What follows belongs to an exercise in optimizing a design on an open flow for small area; a production flow would make more cautious choices.
Where RTL was checked, it was by simulation tests only, not by an equivalence proof against the original.

==> v8 <==
==> flow/design.v <==
`timescale 1ns/100ps
package rv_pkg;
	typedef struct packed {
		logic [6:0]	funct7;
		logic [4:0]	rs2;
		logic [4:0]	rs1;
		logic [2:0]	funct3;
		logic [4:0]	rd;
		logic [6:0]	opcode;
	} r_fmt_t;
	typedef struct packed {
		logic [11:0]	imm;
		logic [4:0]		rs1;
		logic [2:0]		funct3;
		logic [4:0]		rd;
		logic [6:0]		opcode;
	} i_fmt_t;
	typedef struct packed {
		logic [6:0]	imm_hi;
		logic [4:0]	rs2;
		logic [4:0]	rs1;
		logic [2:0]	funct3;
		logic [4:0]	imm_lo;
		logic [6:0]	opcode;
	} s_fmt_t;
	typedef struct packed {
		logic		imm12;
		logic [5:0]	imm10_5;
		logic [4:0]	rs2;
		logic [4:0]	rs1;
		logic [2:0]	funct3;
		logic [3:0]	imm4_1;
		logic		imm11;
		logic [6:0]	opcode;
	} b_fmt_t;
	typedef struct packed {
		logic [19:0]	imm;
		logic [4:0]		rd;
		logic [6:0]		opcode;
	} u_fmt_t;
	typedef struct packed {
		logic		imm20;
		logic [9:0]	imm10_1;
		logic		imm11;
		logic [7:0]	imm19_12;
		logic [4:0]	rd;
		logic [6:0]	opcode;
	} j_fmt_t;
	typedef union packed {
		r_fmt_t	r_fmt;
		i_fmt_t	i_fmt;
		s_fmt_t	s_fmt;
		b_fmt_t	b_fmt;
		u_fmt_t	u_fmt;
		j_fmt_t	j_fmt;
	} instr_u;
	typedef enum logic [3:0] {
		ALU_ADD, ALU_SUB, ALU_AND, ALU_OR, ALU_XOR,
		ALU_SLL, ALU_SRL, ALU_SRA, ALU_SLT, ALU_SLTU
	} alu_op_e;
	typedef struct packed {
		alu_op_e	alu_op;
		logic		src_a_pc;
		logic		src_b_imm;
		logic		reg_we;
		logic		mem_we;
		logic		mem_re;
		logic		is_branch;
		logic		is_jal;
		logic		is_jalr;
		logic		wb_link;
		logic [2:0]	funct3;
	} ex_ctrl_t;
	typedef struct packed {
		logic				valid;
		logic [32-1:0]	pc;
		logic [32-1:0]	rs1_data;
		logic [32-1:0]	rs2_data;
		logic [32-1:0]	imm;
		logic [4:0]			rs1;
		logic [4:0]			rs2;
		logic [4:0]			rd;
		ex_ctrl_t			ctrl;
	} de_stage_t;
	typedef struct packed {
		logic				valid;
		logic [32-1:0]	pc;
		logic [4:0]			rd;
		logic				reg_we;
		logic				is_load;
		logic [32-1:0]	value;
	} ew_stage_t;
	typedef struct packed {
		logic				re;
		logic				we;
		logic [32-1:0]	addr;
		logic [32-1:0]	wdata;
	} dmem_req_t;
	typedef struct packed {
		logic				valid;
		logic [32-1:0]	pc;
		logic [4:0]			rd;
		logic				we;
		logic [32-1:0]	value;
	} retire_t;
	typedef struct packed {
		logic				we;
		logic [4:0]			rd;
		logic [32-1:0]	value;
	} wb_fwd_t;
endpackage
`timescale 1ns/100ps
module rv_regfile (
	input  logic		i_clk,
	input  logic [4:0]	i_rs,
	input  logic [4:0]	i_rd,
	input  logic		i_we,
	input  logic		i_wbit,
	output logic		o_rs_bit
);
	logic [31:1][31:0]	regs;
	logic [31:0]		lsb;
	always_ff @(posedge i_clk) begin
		for (int r = 1; r < 32; r++)
			regs[r] <= {(i_we && i_rd == 5'(r)) ? i_wbit : regs[r][0], regs[r][31:1]};
	end
	always_comb begin
		lsb[0] = 1'b0;
		for (int r = 1; r < 32; r++)
			lsb[r] = regs[r][0];
	end
	assign o_rs_bit = lsb[i_rs];
endmodule
`timescale 1ns/100ps
module rv_core (
	input  logic				i_clk,
	input  logic				i_rstn,
	output logic [32-1:0]	o_imem_addr,
	input  logic [32-1:0]	i_imem_data,
	output logic				o_dmem_re,
	output logic				o_dmem_we,
	output logic [32-1:0]	o_dmem_addr,
	output logic [32-1:0]	o_dmem_wdata,
	input  logic [32-1:0]	i_dmem_rdata,
	output logic				o_retire_valid,
	output logic [32-1:0]	o_retire_pc,
	output logic [4:0]			o_retire_rd,
	output logic				o_retire_we,
	output logic [32-1:0]	o_retire_value
);
	logic [4:0]		cnt;
	logic [1:0]		ph;
	logic [31:0]	pc;
	logic [31:0]	a;
	logic [31:0]	b;
	logic			c_alu;
	logic			c_n;
	logic			f;
	logic [4:0]		shr;
	logic [31:0]	ins;
	logic [6:0]		opc;
	logic [2:0]		f3;
	logic [4:0]		rd;
	assign ins	= i_imem_data;
	assign opc	= ins[6:0];
	assign f3	= ins[14:12];
	assign rd	= ins[11:7];
	logic is_op, is_opimm, is_lui, is_auipc, is_load, is_store, is_branch, is_jal, is_jalr;
	assign is_op		= opc == 7'b0110011;
	assign is_opimm		= opc == 7'b0010011;
	assign is_lui		= opc == 7'b0110111;
	assign is_auipc		= opc == 7'b0010111;
	assign is_load		= opc == 7'b0000011;
	assign is_store		= opc == 7'b0100011;
	assign is_branch	= opc == 7'b1100011;
	assign is_jal		= opc == 7'b1101111;
	assign is_jalr		= opc == 7'b1100111;
	logic is_alu, is_sh, is_slt, is_lw, is_sw, we;
	assign is_alu	= is_op | is_opimm;
	assign is_sh	= is_alu & (f3[1:0] == 2'b01);
	assign is_slt	= is_alu & (f3[2:1] == 2'b01);
	assign is_lw	= is_load & (f3 == 3'b010);
	assign is_sw	= is_store & (f3 == 3'b010);
	assign we		= (is_alu | is_lui | is_auipc | is_jal | is_jalr | is_lw) & (rd != 5'd0);
	logic pre, pp, p1, p2, p3, c0, c31, fin;
	logic [1:0] eph;
	assign pre	= is_op | is_branch | is_sw;
	assign eph	= ph - {1'b0, pre};
	assign pp	= pre & (ph == 2'd0);
	assign p1	= !pp & (eph == 2'd0);
	assign p2	= eph == 2'd1;
	assign p3	= eph == 2'd2;
	assign c0	= cnt == 5'd0;
	assign c31	= cnt == 5'd31;
	assign fin	= c31 & (is_sh ? p3 : (is_slt | is_branch | is_lw | is_sw) ? p2 : p1);
	logic [31:0] imm;
	always_comb begin
		if (is_store)
			imm = {{20{ins[31]}}, ins[31:25], ins[11:7]};
		else if (is_branch)
			imm = {{20{ins[31]}}, ins[7], ins[30:25], ins[11:8], 1'b0};
		else if (is_lui | is_auipc)
			imm = {ins[31:12], 12'b0};
		else if (is_jal)
			imm = {{12{ins[31]}}, ins[19:12], ins[20], ins[30:21], 1'b0};
		else
			imm = {{20{ins[31]}}, ins[31:20]};
	end
	logic r1, r2, rr, pcb, immb, four;
	assign r1	= rr;
	assign r2	= b[0];
	assign pcb	= pc[cnt];
	assign immb	= imm[cnt];
	assign four	= cnt == 5'd2;
	logic opa, opb, sub, bx, cin, sum, cout, alu;
	assign opa	= (is_auipc | is_jal | is_jalr) ? pcb :
		(is_lui | is_sw | is_sh) ? 1'b0 : r1;
	assign opb	= (is_jal | is_jalr) ? four : (is_op | is_branch | is_sw) ? r2 : immb;
	assign sub	= (is_op & f3 == 3'b000 & ins[30]) | is_slt | is_branch | (is_sh & !f3[2]);
	assign bx	= opb ^ sub;
	assign cin	= c0 ? sub : c_alu;
	assign sum	= opa ^ bx ^ cin;
	assign cout	= (opa & bx) | (opa & cin) | (bx & cin);
	always_comb begin
		alu = sum;
		if (is_alu) begin
			case (f3)
				3'b100:	alu = opa ^ opb;
				3'b110:		alu = opa | opb;
				3'b111:	alu = opa & opb;
				default:	alu = sum;
			endcase
		end
	end
	logic uns, lt, ne, cond;
	assign uns	= is_branch ? f3[1] : f3[0];
	assign lt	= (opa ^ opb) ? (uns ? opb : opa) : !cout;
	assign ne	= (!c0 & f) | (opa ^ opb);
	always_comb begin
		cond = lt;
		if (is_branch) begin
			case (f3)
				3'b000:				cond = !ne;
				3'b001:				cond = ne;
				3'b100, 3'b110:		cond = lt;
				3'b101, 3'b111:		cond = !lt;
				default:				cond = 1'b0;
			endcase
		end
	end
	logic nbase, noff, ncin, nsum, a_in;
	assign nbase	= (p1 & (is_sh | is_jalr | is_lw | is_sw)) ? r1 : pcb;
	assign noff		= (p1 ? (is_jal | is_jalr | is_lw | is_sw) : (is_branch & f)) ? immb :
		(p1 & is_sh) ? 1'b0 : four;
	assign ncin		= !c0 & c_n;
	assign nsum		= nbase ^ noff ^ ncin;
	assign a_in		= ((p1 & is_branch) | (p2 & (is_sh | is_slt))) ? a[0] :
		nsum & !(p1 & is_jalr & c0);
	logic [5:0]	spos;
	logic		src, sval, shbit;
	assign src		= a[shr];
	assign spos		= {1'b0, cnt} + {1'b0, shr};
	assign sval		= f3[2] ? !spos[5] : (spos[5] | shr == 5'd0);
	assign shbit	= sval ? src : (f3[2] & ins[30] & f);
	logic commit, val, b_in;
	assign commit	= p1 ? !(is_slt | is_sh | is_branch | is_lw | is_sw) :
		p2 & (is_slt | is_sh | is_lw);
	always_comb begin
		if (p1)
			val = alu;
		else if (is_slt)
			val = c0 & f;
		else if (is_sh)
			val = shbit;
		else
			val = c0 ? i_dmem_rdata[0] : b[0];
	end
	assign b_in	= commit ? (val & we) : pp ? rr : ((p1 & is_sw) | (p3 & is_sh)) ? b[0] : 1'b0;
	rv_regfile u_regfile (
		.i_clk		(i_clk			),
		.i_rs		(pp ? ins[24:20] : ins[19:15]),
		.i_rd		(rd				),
		.i_we		(commit & we	),
		.i_wbit		(val			),
		.o_rs_bit	(rr				)
	);
	logic ldp;
	assign ldp = p2 & is_lw & c0;
	always_ff @(posedge i_clk) begin
		if (!i_rstn) begin
			cnt	<= 5'd0;
			ph	<= 2'd0;
			pc	<= 32'h0000_0000;
		end else begin
			cnt	<= cnt + 5'd1;
			if (c31)
				ph <= fin ? 2'd0 : ph + 2'd1;
			if (fin)
				pc <= {a_in, a[31:1]};
		end
	end
	always_ff @(posedge i_clk) begin
		c_alu	<= cout;
		c_n		<= (nbase & noff) | (nbase & ncin) | (noff & ncin);
		a		<= {a_in, a[31:1]};
		b		<= {b_in, b[31:1] | ({31{ldp}} & i_dmem_rdata[31:1])};
		if (p1)
			f <= c31 ? cond : ne;
		else if (p2 & is_sh & sval)
			f <= src;
		if (p1 & (cnt < 5'd5))
			shr <= {alu, shr[4:1]};
	end
	assign o_imem_addr		= pc;
	assign o_dmem_re		= p1 & c31 & is_lw;
	assign o_dmem_we		= p1 & c31 & is_sw;
	assign o_dmem_addr		= {a_in, a[31:1]};
	assign o_dmem_wdata		= {b_in, b[31:1]};
	assign o_retire_valid	= fin;
	assign o_retire_pc		= pc;
	assign o_retire_rd		= rd;
	assign o_retire_we		= we;
	assign o_retire_value	= {b_in, b[31:1]};
endmodule
==> flow/flow/run.sh <==
#!/bin/bash
cp standard.sh standard_sh_copy.txt 2>/dev/null
cp config.mk config_mk_copy.txt 2>/dev/null
export BUFFER_PORTS_ARGS="-buffer_cell sky130_fd_sc_hd__buf_1"
export CTS_ARGS="-sink_clustering_enable -repair_clock_nets -dont_use_dummy_load -buf_list sky130_fd_sc_hd__clkbuf_8 -sink_clustering_size 18 -sink_clustering_max_diameter 50"
bash standard.sh > standard.log 2>&1
==> flow/standard.sh <==
#!/bin/bash
# synth_recipe.tcl (not shown) runs the flow's synth.tcl, then flattens the netlist and writes it again
# the make line also repeats each setting of config.mk as NAME=value (left out here)
make -C /OpenROAD-flow-scripts/flow DESIGN_CONFIG=/design/flow/config.mk WORK_HOME=/design/flow/orfs CLKGATE_MAP_FILE= SYNTH_SCRIPT=/design/flow/synth_recipe.tcl "${@:-finish}"
==> flow/config.mk <==
export PLATFORM = sky130hd
export DESIGN_NAME = rv_core
export DESIGN_NICKNAME = rv_core
export VERILOG_FILES = /design/flow/design.v
export SDC_FILE = /design/flow/constraint.sdc
export NUM_CORES = 4
export LEC_CHECK = 0
export CAP_MARGIN = 20
export CORE_MARGIN = 2
export CORE_UTILIZATION = 65
export SETUP_SLACK_MARGIN = 0.2
export SLEW_MARGIN = 20
==> flow/constraint.sdc <==
create_clock -name core_clock -period 10.0 [get_ports {i_clk}]
set_input_delay 2.0000 -clock core_clock [delete_from_list [all_inputs] [get_ports {i_clk}]]
set_output_delay 2.0000 -clock core_clock [all_outputs]
set_load 0.01 [all_outputs]
==> v24 (differences from v8) <==
==> flow/design.v, changed modules only <==
module rv_core (
	input  logic				i_clk,
	input  logic				i_rstn,
	output logic [32-1:0]	o_imem_addr,
	input  logic [32-1:0]	i_imem_data,
	output logic				o_dmem_re,
	output logic				o_dmem_we,
	output logic [32-1:0]	o_dmem_addr,
	output logic [32-1:0]	o_dmem_wdata,
	input  logic [32-1:0]	i_dmem_rdata,
	output logic				o_retire_valid,
	output logic [32-1:0]	o_retire_pc,
	output logic [4:0]			o_retire_rd,
	output logic				o_retire_we,
	output logic [32-1:0]	o_retire_value
);
	logic [4:0]		cnt;
	logic [1:0]		ph;
	logic			upd;		 
	logic			ufrom_a;	 
	logic [31:0]	pc;
	logic [31:0]	a;
	logic [31:0]	b;
	logic			c_alu;
	logic			c_n;
	logic			f;
	logic [4:0]		shr;
	logic [31:0]	ins;
	logic [6:0]		opc;
	logic [2:0]		f3;
	logic [4:0]		rd;
	assign ins	= i_imem_data;
	assign opc	= ins[6:0];
	assign f3	= ins[14:12];
	assign rd	= ins[11:7];
	logic is_op, is_opimm, is_lui, is_auipc, is_load, is_store, is_branch, is_jal, is_jalr;
	assign is_op		= opc == 7'b0110011;
	assign is_opimm		= opc == 7'b0010011;
	assign is_lui		= opc == 7'b0110111;
	assign is_auipc		= opc == 7'b0010111;
	assign is_load		= opc == 7'b0000011;
	assign is_store		= opc == 7'b0100011;
	assign is_branch	= opc == 7'b1100011;
	assign is_jal		= opc == 7'b1101111;
	assign is_jalr		= opc == 7'b1100111;
	logic is_alu, is_sh, is_slt, is_lw, is_sw, we;
	assign is_alu	= is_op | is_opimm;
	assign is_sh	= is_alu & (f3[1:0] == 2'b01);
	assign is_slt	= is_alu & (f3[2:1] == 2'b01);
	assign is_lw	= is_load & (f3 == 3'b010);
	assign is_sw	= is_store & (f3 == 3'b010);
	assign we		= (is_alu | is_lui | is_auipc | is_jal | is_jalr | is_lw) & (rd != 5'd0);
	logic pre, pp, p1, p2, c0, c31, fin;
	logic [1:0] eph;
	assign pre	= is_op | is_branch | is_sw;
	assign eph	= ph - {1'b0, pre};
	assign pp	= pre & (ph == 2'd0);
	assign p1	= !pp & (eph == 2'd0);
	assign p2	= eph == 2'd1;
	assign c0	= cnt == 5'd0;
	assign c31	= cnt == 5'd31;
	assign fin	= c31 & !upd & ((is_sh | is_slt | is_branch | is_lw | is_sw) ? p2 : p1);
	logic [31:0] imm;
	always_comb begin
		if (is_store)
			imm = {{20{ins[31]}}, ins[31:25], ins[11:7]};
		else if (is_branch)
			imm = {{20{ins[31]}}, ins[7], ins[30:25], ins[11:8], 1'b0};
		else if (is_lui | is_auipc)
			imm = {ins[31:12], 12'b0};
		else if (is_jal)
			imm = {{12{ins[31]}}, ins[19:12], ins[20], ins[30:21], 1'b0};
		else
			imm = {{20{ins[31]}}, ins[31:20]};
	end
	logic r1, r2, rr, pcb, immb, four;
	assign r1	= rr;
	assign r2	= b[0];
	assign pcb	= a[0];
	assign immb	= imm[cnt];
	assign four	= cnt == 5'd2;
	logic opa, opb, sub, bx, cin, sum, cout, alu;
	assign opa	= (is_auipc | is_jal | is_jalr) ? pcb :
		(is_lui | is_sw | is_sh) ? 1'b0 : r1;
	assign opb	= (is_jal | is_jalr) ? four : (is_op | is_branch | is_sw) ? r2 : immb;
	assign sub	= (is_op & f3 == 3'b000 & ins[30]) | is_slt | is_branch | (is_sh & !f3[2]);
	assign bx	= opb ^ sub;
	assign cin	= c0 ? sub : c_alu;
	assign sum	= opa ^ bx ^ cin;
	assign cout	= (opa & bx) | (opa & cin) | (bx & cin);
	always_comb begin
		alu = sum;
		if (is_alu) begin
			case (f3)
				3'b100:	alu = opa ^ opb;
				3'b110:		alu = opa | opb;
				3'b111:	alu = opa & opb;
				default:	alu = sum;
			endcase
		end
	end
	logic uns, lt, ne, cond;
	assign uns	= is_branch ? f3[1] : f3[0];
	assign lt	= (opa ^ opb) ? (uns ? opb : opa) : !cout;
	assign ne	= (!c0 & f) | (opa ^ opb);
	always_comb begin
		cond = lt;
		if (is_branch) begin
			case (f3)
				3'b000:				cond = !ne;
				3'b001:				cond = ne;
				3'b100, 3'b110:		cond = lt;
				3'b101, 3'b111:		cond = !lt;
				default:				cond = 1'b0;
			endcase
		end
	end
	logic nbase, noff, ncin, nsum, a_in;
	assign nbase	= upd ? pc[0] : (p1 & (is_sh | is_jalr | is_lw | is_sw)) ? r1 : pcb;
	assign noff		= upd ? four : p1 ? ((is_jal | is_jalr | is_lw | is_sw) & immb) :
		f ? immb : four;
	assign ncin		= !c0 & c_n;
	assign nsum		= nbase ^ noff ^ ncin;
	always_comb begin
		if (upd)
			a_in = (ph != 2'd3) & (ufrom_a ? a[0] : nsum);
		else if ((p1 & (is_sh | is_jal | is_jalr | is_lw | is_sw)) | (p2 & is_branch))
			a_in = nsum & !(p1 & is_jalr & c0);
		else
			a_in = a[0];
	end
	logic [5:0]	spos;
	logic		src, sval, shbit;
	assign src		= a[shr];
	assign spos		= {1'b0, cnt} + {1'b0, shr};
	assign sval		= f3[2] ? !spos[5] : (spos[5] | shr == 5'd0);
	assign shbit	= sval ? src : (f3[2] & ins[30] & f);
	logic commit, val, b_in;
	assign commit	= !upd & (p1 ? !(is_slt | is_sh | is_branch | is_lw | is_sw) :
		p2 & (is_slt | is_sh | is_lw));
	always_comb begin
		if (p1)
			val = alu;
		else if (is_slt)
			val = c0 & f;
		else if (is_sh)
			val = shbit;
		else
			val = c0 ? i_dmem_rdata[0] : b[0];
	end
	assign b_in	= commit ? (val & we) : pp ? rr : (p1 & is_sw) ? b[0] : 1'b0;
	rv_regfile u_regfile (
		.i_clk		(i_clk			),
		.i_rs		(pp ? ins[24:20] : ins[19:15]),
		.i_rd		(rd				),
		.i_we		(commit & we	),
		.i_wbit		(val			),
		.o_rs_bit	(rr				)
	);
	logic ldp;
	assign ldp = p2 & is_lw & c0;
	always_ff @(posedge i_clk) begin
		if (!i_rstn) begin
			cnt	<= 5'd0;
			ph	<= 2'd3;
			upd	<= 1'b1;
		end else begin
			cnt	<= cnt + 5'd1;
			if (c31) begin
				if (upd | fin) begin
					ph	<= 2'd0;
					upd	<= !upd;
				end else begin
					ph	<= ph + 2'd1;
				end
			end
		end
	end
	always_ff @(posedge i_clk) begin
		if (fin)
			ufrom_a <= is_jal | is_jalr | is_branch;
		if (upd)
			pc <= {a_in, pc[31:1]};
	end
	always_ff @(posedge i_clk) begin
		c_alu	<= cout;
		c_n		<= (nbase & noff) | (nbase & ncin) | (noff & ncin);
		a		<= {a_in, a[31:1]};
		b		<= {b_in, b[31:1] | ({31{ldp}} & i_dmem_rdata[31:1])};
		if (p1)
			f <= c31 ? cond : ne;
		else if (p2 & is_sh & sval)
			f <= src;
		if (p1 & (cnt < 5'd5))
			shr <= {alu, shr[4:1]};
	end
	assign o_imem_addr		= pc;
	assign o_dmem_re		= p1 & c31 & is_lw & !upd;
	assign o_dmem_we		= p1 & c31 & is_sw & !upd;
	assign o_dmem_addr		= {a_in, a[31:1]};
	assign o_dmem_wdata		= {b_in, b[31:1]};
	assign o_retire_valid	= fin;
	assign o_retire_pc		= pc;
	assign o_retire_rd		= rd;
	assign o_retire_we		= we;
	assign o_retire_value	= {b_in, b[31:1]};
endmodule
Settings changed: SYNTH_HIERARCHICAL set to 1.
==> v21 (differences from v8) <==
==> flow/design.v, changed modules only <==
module rv_core (
	input  logic				i_clk,
	input  logic				i_rstn,
	output logic [32-1:0]	o_imem_addr,
	input  logic [32-1:0]	i_imem_data,
	output logic				o_dmem_re,
	output logic				o_dmem_we,
	output logic [32-1:0]	o_dmem_addr,
	output logic [32-1:0]	o_dmem_wdata,
	input  logic [32-1:0]	i_dmem_rdata,
	output logic				o_retire_valid,
	output logic [32-1:0]	o_retire_pc,
	output logic [4:0]			o_retire_rd,
	output logic				o_retire_we,
	output logic [32-1:0]	o_retire_value
);
	logic [4:0]		cnt;
	logic [1:0]		ph;
	logic			upd;
	logic [31:0]	pc;
	logic [31:0]	a;
	logic [31:0]	b;
	logic			c_alu;
	logic			c_n;
	logic			f;
	logic [4:0]		shr;
	logic [31:0]	ins;
	logic [6:0]		opc;
	logic [2:0]		f3;
	logic [4:0]		rd;
	assign ins	= i_imem_data;
	assign opc	= ins[6:0];
	assign f3	= ins[14:12];
	assign rd	= ins[11:7];
	logic is_op, is_opimm, is_lui, is_auipc, is_load, is_store, is_branch, is_jal, is_jalr;
	assign is_op		= opc == 7'b0110011;
	assign is_opimm		= opc == 7'b0010011;
	assign is_lui		= opc == 7'b0110111;
	assign is_auipc		= opc == 7'b0010111;
	assign is_load		= opc == 7'b0000011;
	assign is_store		= opc == 7'b0100011;
	assign is_branch	= opc == 7'b1100011;
	assign is_jal		= opc == 7'b1101111;
	assign is_jalr		= opc == 7'b1100111;
	logic is_alu, is_sh, is_slt, is_lw, is_sw, we;
	assign is_alu	= is_op | is_opimm;
	assign is_sh	= is_alu & (f3[1:0] == 2'b01);
	assign is_slt	= is_alu & (f3[2:1] == 2'b01);
	assign is_lw	= is_load & (f3 == 3'b010);
	assign is_sw	= is_store & (f3 == 3'b010);
	assign we		= (is_alu | is_lui | is_auipc | is_jal | is_jalr | is_lw) & (rd != 5'd0);
	logic pre, pp, p1, p2, c0, c31, fin;
	assign pre	= is_op | is_branch | is_sw;
	assign pp	= pre & (ph == 2'd0);
	assign p1	= pre ? (ph == 2'd1) : (ph == 2'd0);
	assign p2	= pre ? (ph == 2'd2) : (ph == 2'd1);
	assign c0	= cnt == 5'd0;
	assign c31	= cnt == 5'd31;
	assign fin	= c31 & !upd & ((is_sh | is_slt | is_branch | is_lw | is_sw) ? p2 : p1);
	logic [31:0] imm;
	always_comb begin
		if (is_store)
			imm = {{20{ins[31]}}, ins[31:25], ins[11:7]};
		else if (is_branch)
			imm = {{20{ins[31]}}, ins[7], ins[30:25], ins[11:8], 1'b0};
		else if (is_lui | is_auipc)
			imm = {ins[31:12], 12'b0};
		else if (is_jal)
			imm = {{12{ins[31]}}, ins[19:12], ins[20], ins[30:21], 1'b0};
		else
			imm = {{20{ins[31]}}, ins[31:20]};
	end
	logic r1, r2, rr, pcb, immb, four;
	assign r1	= rr;
	assign r2	= b[0];
	assign pcb	= a[0];
	assign immb	= imm[cnt];
	assign four	= cnt == 5'd2;
	logic opa, opb, sub, bx, cin, sum, cout, alu;
	assign opa	= (is_auipc | is_jal | is_jalr) ? pcb :
		(is_lui | is_sw | is_sh) ? 1'b0 : r1;
	assign opb	= (is_jal | is_jalr) ? four : (is_op | is_branch | is_sw) ? r2 : immb;
	assign sub	= (is_op & f3 == 3'b000 & ins[30]) | is_slt | is_branch | (is_sh & !f3[2]);
	assign bx	= opb ^ sub;
	assign cin	= c0 ? sub : c_alu;
	assign sum	= opa ^ bx ^ cin;
	assign cout	= (opa & bx) | (opa & cin) | (bx & cin);
	always_comb begin
		alu = sum;
		if (is_alu) begin
			case (f3)
				3'b100:	alu = opa ^ opb;
				3'b110:		alu = opa | opb;
				3'b111:	alu = opa & opb;
				default:	alu = sum;
			endcase
		end
	end
	logic uns, lt, ne, cond;
	assign uns	= is_branch ? f3[1] : f3[0];
	assign lt	= (opa ^ opb) ? (uns ? opb : opa) : !cout;
	assign ne	= (!c0 & f) | (opa ^ opb);
	always_comb begin
		cond = lt;
		if (is_branch) begin
			case (f3)
				3'b000:				cond = !ne;
				3'b001:				cond = ne;
				3'b100, 3'b110:		cond = lt;
				3'b101, 3'b111:		cond = !lt;
				default:				cond = 1'b0;
			endcase
		end
	end
	logic nbase, noff, ncin, nsum, a_in;
	assign nbase	= upd ? pc[0] : (p1 & (is_sh | is_jalr | is_lw | is_sw)) ? r1 : pcb;
	assign noff		= upd ? four : p1 ? ((is_jal | is_jalr | is_lw | is_sw) & immb) :
		f ? immb : four;
	assign ncin		= !c0 & c_n;
	assign nsum		= nbase ^ noff ^ ncin;
	always_comb begin
		if (upd)
			a_in = !ph[1] & (ph[0] ? a[0] : nsum);
		else if ((p1 & (is_sh | is_jal | is_jalr | is_lw | is_sw)) | (p2 & is_branch))
			a_in = nsum & !(p1 & is_jalr & c0);
		else
			a_in = a[0];
	end
	logic [4:0]	scy;
	logic		src, wrap, sval, shbit;
	assign src		= a[shr];
	always_comb begin
		scy[0] = cnt[0] & shr[0];
		for (int i = 1; i < 5; i++)
			scy[i] = (cnt[i] & shr[i]) | ((cnt[i] | shr[i]) & scy[i-1]);
	end
	assign wrap		= scy[4];
	assign sval		= f3[2] ? !wrap : (wrap | shr == 5'd0);
	assign shbit	= sval ? src : (f3[2] & ins[30] & f);
	logic commit, val, b_in;
	assign commit	= !upd & (p1 ? !(is_slt | is_sh | is_branch | is_lw | is_sw) :
		p2 & (is_slt | is_sh | is_lw));
	always_comb begin
		if (p1)
			val = alu;
		else if (is_slt)
			val = c0 & f;
		else if (is_sh)
			val = shbit;
		else
			val = c0 ? i_dmem_rdata[0] : b[0];
	end
	assign b_in	= commit ? (val & we) : pp ? rr : (p1 & is_sw) ? b[0] : 1'b0;
	rv_regfile u_regfile (
		.i_clk		(i_clk			),
		.i_rs		(pp ? ins[24:20] : ins[19:15]),
		.i_rd		(rd				),
		.i_we		(commit & we	),
		.i_wbit		(val			),
		.o_rs_bit	(rr				)
	);
	logic ldp;
	assign ldp = p2 & is_lw & c0;
	always_ff @(posedge i_clk) begin
		if (!i_rstn) begin
			cnt	<= 5'd0;
			ph	<= 2'd3;
			upd	<= 1'b1;
		end else begin
			cnt	<= cnt + 5'd1;
			if (c31) begin
				if (upd) begin
					ph	<= 2'd0;
					upd	<= 1'b0;
				end else if (fin) begin
					ph	<= {1'b0, is_jal | is_jalr | is_branch};
					upd	<= 1'b1;
				end else begin
					ph	<= ph + 2'd1;
				end
			end
		end
	end
	always_ff @(posedge i_clk) begin
		if (upd)
			pc <= {a_in, pc[31:1]};
	end
	always_ff @(posedge i_clk) begin
		c_alu	<= cout;
		c_n		<= (nbase & noff) | (nbase & ncin) | (noff & ncin);
		a		<= {a_in, a[31:1]};
		b		<= {b_in, b[31:1] | ({31{ldp}} & i_dmem_rdata[31:1])};
		if (p1)
			f <= c31 ? cond : ne;
		else if (p2 & is_sh & sval)
			f <= src;
		if (p1 & (cnt < 5'd5))
			shr <= {alu, shr[4:1]};
	end
	assign o_imem_addr		= pc;
	assign o_dmem_re		= p1 & c31 & is_lw & !upd;
	assign o_dmem_we		= p1 & c31 & is_sw & !upd;
	assign o_dmem_addr		= {a_in, a[31:1]};
	assign o_dmem_wdata		= {b_in, b[31:1]};
	assign o_retire_valid	= fin;
	assign o_retire_pc		= pc;
	assign o_retire_rd		= rd;
	assign o_retire_we		= we;
	assign o_retire_value	= {b_in, b[31:1]};
endmodule
==> flow/flow/run.sh (replaced) <==
#!/bin/bash
export BUFFER_PORTS_ARGS="-buffer_cell sky130_fd_sc_hd__buf_1"
export CTS_ARGS="-sink_clustering_enable -repair_clock_nets -dont_use_dummy_load -buf_list sky130_fd_sc_hd__clkbuf_8 -sink_clustering_size 22 -sink_clustering_max_diameter 70"
bash standard.sh > standard.log 2>&1
Settings changed: SYNTH_HIERARCHICAL set to 1.
==> run summary <==
Signal buf overhead=3.36%; top-area cell type share of the netlist area=81.6%; met2 wire length=about 21000 µm; number of clock buffers inserted by TritonCTS=59; total iterations of the first detailed-routing run=5; run status=complete, no violations; final cell count without fillers=2307; via count=about 11000; highest net fanout along the worst path=10; Synth Area in Simple Gates=under 10%; Post-synth EDFFs=38; Routed Wire Length=43800 µm
The numbers above come from v21.

==> run summary <==
run status=complete, no violations; met2 wire length=21500 µm; Synth Area in Simple Gates=3.82%; Post-synth EDFFs=39; total number of sequential cells=around 1100; number of clock buffers inserted by TritonCTS=74; Signal buf overhead=3.35%; slowest stage cell, crit path=sky130_fd_sc_hd__mux4_1; via count=11526; top-area cell type share of the netlist area=81.4%; highest net fanout along the worst path=11; multi-input gates=approximately 380; Routed Wire Length=45500 µm; final cell count without fillers=2345; total iterations of the first detailed-routing run=5; biggest cell category by area in the final layout=registers
The numbers above come from v24.

==> run summary <==
run status=complete, no violations; total iterations of the first detailed-routing run=6; number of nets produced by synthesis=1916; overall fraction of global-route tracks in use=24.3%; cell at the root of the clock tree=sky130_fd_sc_hd__clkbuf_8; Synth Area in Simple Gates=4.92%; via count=13063; number of register bits inferred by synthesis=~1100; routed length on met1=22300 µm; top-area cell type share of the netlist area=81.3%; Routed Wire Length=52300 µm; met2 wire length=25600 µm; count of pins on the block boundary=235; share of synthesized cell area in full adder, half adder and majority cells=0.621%; Cell variety after synth=slightly below 80
The numbers above come from v8.

The RTL of v8 was laid out without a check of its function.

[separate check: timing with driven ports]
How much do the figures lean on ideal ports? The routed layouts below were timed once more, with nothing changed but the port constraints.
Step 1 (the two cells are an assumption about what drives the block):
set clk [get_ports {i_clk}]
set_driving_cell -lib_cell sky130_fd_sc_hd__clkbuf_16 $clk
set_driving_cell -lib_cell sky130_fd_sc_hd__buf_2 [delete_from_list [all_inputs] $clk]
Step 2 moves the port delays by t, midway between the first and last clock arrival at a register: inputs arrive t later, outputs are due t later. That takes back most of the time a late clock gives input paths.
Three values: no drivers, after step 1, after step 2; two values: the first two.
run	t (ns)	slack for setup (ns)	worst hold slack (ns)
v8	0.637	0.911 / 0.860 / 0.860	0.280 / 0.280 / 0.280
v24	0.645	0.833 / 0.804 / 0.804	0.311 / 0.311 / 0.311
v21	0.687	0.848 / 0.799 / 0.799	0.248 / 0.248 / 0.248
After both steps setup and hold are still met in every run listed. For v8, which loses most, drivers alone change the setup slack by -0.051 ns; drivers and shift together by -0.051 ns.
